What follows belongs to an exercise in optimizing a design on an open flow for small area; a production flow would make more cautious choices. RTL that was checked went through simulation tests only; none was proved equivalent to the original. Power is estimated from default activity; no workload was simulated. No driver is modelled on the clock port, so clocking that relies on it looks cheaper here than on a real chip.

// note_sequencer
module note_sequencer #(
    parameter int ADDR_W   = 8,
    parameter int DUR_W    = 10,
    parameter int TICK_DIV = 500
) (
    input  logic              clk,
    input  logic              rst,
    input  logic [2:0]        live_octave,
    input  logic [2:0]        live_note,
    input  logic              cmd_rec,
    input  logic              cmd_play,
    input  logic              cmd_stop,
    input  logic              loop_en,
    output logic [2:0]        out_octave,
    output logic [2:0]        out_note,
    output logic [1:0]        mode,
    output logic [ADDR_W:0]   rec_count,
    output logic              full
);
For scale: ~4300 flip-flops, roughly 30 I/O pins, roughly 95000 um2 of cells after synthesis.
clock: 10.0 ns
lec_check: 0
cap_margin: 40
core_margin: 2
core_utilization: 40
cts_cluster_diameter: 60
cts_cluster_size: 30
slew_margin: 30
run.sh (not shown) runs the stock make flow with config.mk's settings and CLKGATE_MAP_FILE= SYNTH_SCRIPT=/design/flow/synth_recipe.tcl, a recipe that flattens the netlist after the stock synthesis.
The first run ran to the end with no violations.
Then changed:
- CTS_CLUSTER_DIAMETER: 60 -> 50
- CTS_CLUSTER_SIZE: 30 -> 24
Effect: The new run completed without violations; area after synthesis is unchanged; first-iteration DRC count shrinks by about 1.4%; global-route usage hardly moves; setup slack degrades by 0.0097 ns.
No functional check of the RTL was part of any run of this note.


== run A ==
Another version of the RTL of note_sequencer (not shown whole).
Size in the first run: roughly 4300 flip-flops, ~30 I/O pins.
==> flow/config.mk <==
export PLATFORM = sky130hd
export DESIGN_NAME = note_sequencer
export DESIGN_NICKNAME = note_sequencer
export VERILOG_FILES = /design/flow/design.v
export SDC_FILE = /design/flow/constraint.sdc
export NUM_CORES = 4
export LEC_CHECK = 0
export CAP_MARGIN = 20
export CORE_MARGIN = 2
export CORE_UTILIZATION = 60
export CTS_CLUSTER_DIAMETER = 100
export CTS_CLUSTER_SIZE = 34
export PLACE_DENSITY = 0.7
export SLEW_MARGIN = 20
==> flow/constraint.sdc <==
create_clock -name core_clock -period 10.0 [get_ports {clk}]
set_input_delay 2.0000 -clock core_clock [delete_from_list [all_inputs] [get_ports {clk}]]
set_output_delay 2.0000 -clock core_clock [all_outputs]
set_load 0.01 [all_outputs]
The following lists how run B was set up differently from run A:
Settings: CORE_UTILIZATION now 40, was 60; PLACE_DENSITY no longer set, was 0.7; CTS_CLUSTER_SIZE now 30, was 34.
==> run notes <==
- Highest clock frequency the design can meet came out lower on run B than on run A.
- Going from run A to run B, floorplan core area went up; share of the core filled with cells went down.
- Met2 routed wirelength (run B over run A): increase, 6.2%
- [compare] base=run A new=run B: cell area after layout went up, number of vias in the routed layout moved up.
> inputs changed (run B -> run C)
Settings: CORE_UTILIZATION: 40 -> 75; CTS_CLUSTER_SIZE: 30 -> 32; PLACE_DENSITY: unset -> 0.85.
[summary]
- Run C: aborted in clock tree synthesis (4_1_cts) (tool error)
- | post-DP HPWL | run C vs run B | worse |
- As far as count of input and output buffers goes, run C and run B are indistinguishable; the numbers are identical.
- The horizontal die dimension reported for run C is smaller than that of run B by about 27%.
- From run B to run C, total clock sinks did not move at all.
Input-level comparison between run D and run C:
Settings: changing PLACE_DENSITY from 0.85 to 0.7; changing CORE_UTILIZATION from 75 to 60; changing CTS_CLUSTER_SIZE from 32 to 34; setting GPL_TIMING_DRIVEN to 0 for the first time.
Findings:
Vertical die dimension grows by more than 10% when moving from run C to run D. Run D ends up with lower initial core utilization than run C does. Compared with run C, run D shows a HPWL after detailed placement that is about 34% lower. Re clock net sink count: no difference whatsoever between run D and run C. Run D | stages: all done | timing, DRC, antenna: all pass. For overall die width, dividing the value from run C by the value from run D gives 0.895. Reported for run C and run D, share of the synthesized area in compound gates (AO/OA/AOI/OAI) turned out identical to the last digit. On post-synthesis simple-gate area fraction, run C and run D are basically level. Reported for run C and run D, mux cell area share after synthesis turned out identical to the last digit. Summary of run D over run C: number of instances in the placed design rose by 466; setup fix buffers added after clock tree synthesis stayed essentially flat.


v44:
note_sequencer, a different RTL version from the one above (not shown whole).
Size in the first run: roughly 5,500 cells after synthesis, roughly 30 I/O pins, roughly 94,000 um2 of cells after synthesis.
Settings: LEC_CHECK=0, CAP_MARGIN=20, CORE_MARGIN=2, CORE_UTILIZATION=40, CTS_CLUSTER_DIAMETER=100, CTS_CLUSTER_SIZE=30, SLEW_MARGIN=20, SYNTH_HIERARCHICAL=1; clock period 10.0 ns.
v44 closes out successfully: all stages finished, all timing, DRC and antenna checks passed.
For v30, these inputs were changed with respect to v44:
diff --git a/flow/config.mk b/flow/config.mk
--- a/flow/config.mk
+++ b/flow/config.mk
@@ -14 +13,0 @@
-export SYNTH_HIERARCHICAL = 1
[summary]
Across both runs, post-synthesis net count was lower for v30 than for v44. The lower final clock period utilization by the worst path came out of v30. Area: v30 vs v44 -> v30 smaller. v44 ended up with more cell instances than v30 did. Between v30 and v44, the difference in leakage power is negligible. The flow did not stop early for v30: all stages ran, and the layout cleared the timing, DRC and antenna checks.
### v30 -> v34
diff --git a/flow/config.mk b/flow/config.mk
--- a/flow/config.mk
+++ b/flow/config.mk
@@ -10,0 +11 @@
+export CTS_BUF_LIST = sky130_fd_sc_hd__clkbuf_4 sky130_fd_sc_hd__clkbuf_8 sky130_fd_sc_hd__clkbuf_16
--- outcome ---
- v34 vs. v30: global routing met2 resource utilization flat, final worst-path setup slack rose by 26 ps, sequential share of layout area stayed essentially flat, clock group power barely changed.
- Utilization of v30 is on par with v34.
- Comparing v34 against v30, there is no change at all in critical path depth.


note_sequencer with an RTL version that a note above also has.
For scale: ~5,100 cells after synthesis, about 4,300 flip-flops, about 30 I/O pins, roughly 92,000 um^2 of cells after synthesis.
make LEC_CHECK=0 CAP_MARGIN=20 CORE_MARGIN=2 CORE_UTILIZATION=60 CTS_CLUSTER_DIAMETER=100 CTS_CLUSTER_SIZE=35 PLACE_DENSITY=0.7 SLEW_MARGIN=20 finish   # period 10.0 ns
The first run finished with timing, DRC and antenna clean.
Edit:
Settings changed: CORE_UTILIZATION 60 to 66, CTS_CLUSTER_SIZE 35 to 34, PLACE_DENSITY 0.7 to 0.76.
Result: The new run completed with no timing, DRC or antenna violations. Via count went up by a few percent. Power went up slightly. Worst setup slack got worse by 0.067 ns. Count of clock-buffer cells in the layout went up by 3. Flip-flop and latch count does not change. Design area went down slightly. Die area went down by roughly a tenth. Clock power went up by a few percent. Final cell count went down by a few percent. Utilization went up by 6.4 points.
Edit:
Settings changed: CORE_UTILIZATION 66 to 40, CTS_CLUSTER_SIZE 34 to 32, PLACE_DENSITY 0.76 to unset.
=>
- The changed run passed the timing, DRC and antenna checks
- cell area climbs by 2.1%
- die area is higher by 64%
- routed wire length shrinks by about 14%
- via count is lower by 0.93%
- clock-buffer cell count goes up by 14
- critical path depth is unchanged
- flip-flop and latch count does not change
- core utilization decreases by 27 points
- global-route usage goes down by 9.3 points
Edit:
Settings changed: CAP_MARGIN 20 to 0, SLEW_MARGIN 20 to 0.
The changed run passed the timing, DRC and antenna checks; maximum frequency is lower by 2.5%; clock power grows by about 0.7%; combinational power hardly moves; register-to-register slack gets better by 0.07 ns; final cell count stays flat; worst setup slack got worse by 0.13 ns; via count shrinks by 0.34%; routed wire length stays flat; die area does not change; total power barely changes; final area barely changes.
Edit:
Settings changed: CAP_MARGIN 0 to 20, CORE_UTILIZATION 40 to 60, PLACE_DENSITY set to 0.7, SLEW_MARGIN 0 to 20.
Fmax went up by 12%.
Sequential share of layout area rose by 1.3 points.
Wire length decreases by 1.2%.
Synthesized cell count is unchanged.
Worst setup slack gains 0.55 ns.

-- what the ideal ports hide --
Ports are ideal in the flow. The routed layouts listed here were re-timed in OpenROAD.
Step 1, drivers: a clkbuf_16 drives clk and a buf_2 each remaining input, both assumed.
Step 2 moves the port delays by t, midway between the first and last clock arrival at a register: inputs arrive t later, outputs are due t later. That takes back most of the time a late clock gives input paths.
a / b / c = ideal / step 1 / step 2; a / b = the first two.
run | t (ns) | setup slack, ns | hold WS [ns]
the first run of note 1 | 0.895 | 5.360 / 5.281 / 5.398 | 0.302 / 0.302 / 0.302
the second run of note 1 | 0.900 | 5.350 / 5.271 / 5.426 | 0.283 / 0.283 / 0.283
run A | 0.871 | 5.409 / 5.338 / 5.290 | 0.300 / 0.300 / 0.300
run B | 0.896 | 4.944 / 4.871 / 4.650 | 0.291 / 0.291 / 0.291
run D | 0.853 | 5.738 / 5.669 / 5.286 | 0.310 / 0.310 / 0.310
v44 | 0.897 | 4.513 / 4.431 / 5.180 | 0.316 / 0.316 / 0.316
v30 | 0.883 | 5.034 / 4.956 / 5.100 | 0.306 / 0.306 / 0.306
v34 | 0.884 | 5.060 / 4.983 / 5.110 | 0.306 / 0.306 / 0.306
the first run of note 4 | 0.855 | 5.454 / 5.384 / 5.286 | 0.309 / 0.309 / 0.309
the second run of note 4 | 0.879 | 5.387 / 5.314 / 5.252 | 0.319 / 0.319 / 0.319
the third run of note 4 | 0.897 | 4.972 / 4.899 / 4.655 | 0.310 / 0.310 / 0.310
the fourth run of note 4 | 0.897 | 4.843 / 4.769 / 4.590 | 0.311 / 0.311 / 0.311
the fifth run of note 4 | 0.877 | 5.396 / 5.325 / 5.287 | 0.306 / 0.306 / 0.306
After both steps every run listed still meets setup and hold. For run D, which loses most, drivers alone change the setup slack by -0.069 ns; drivers and shift together by -0.452 ns.
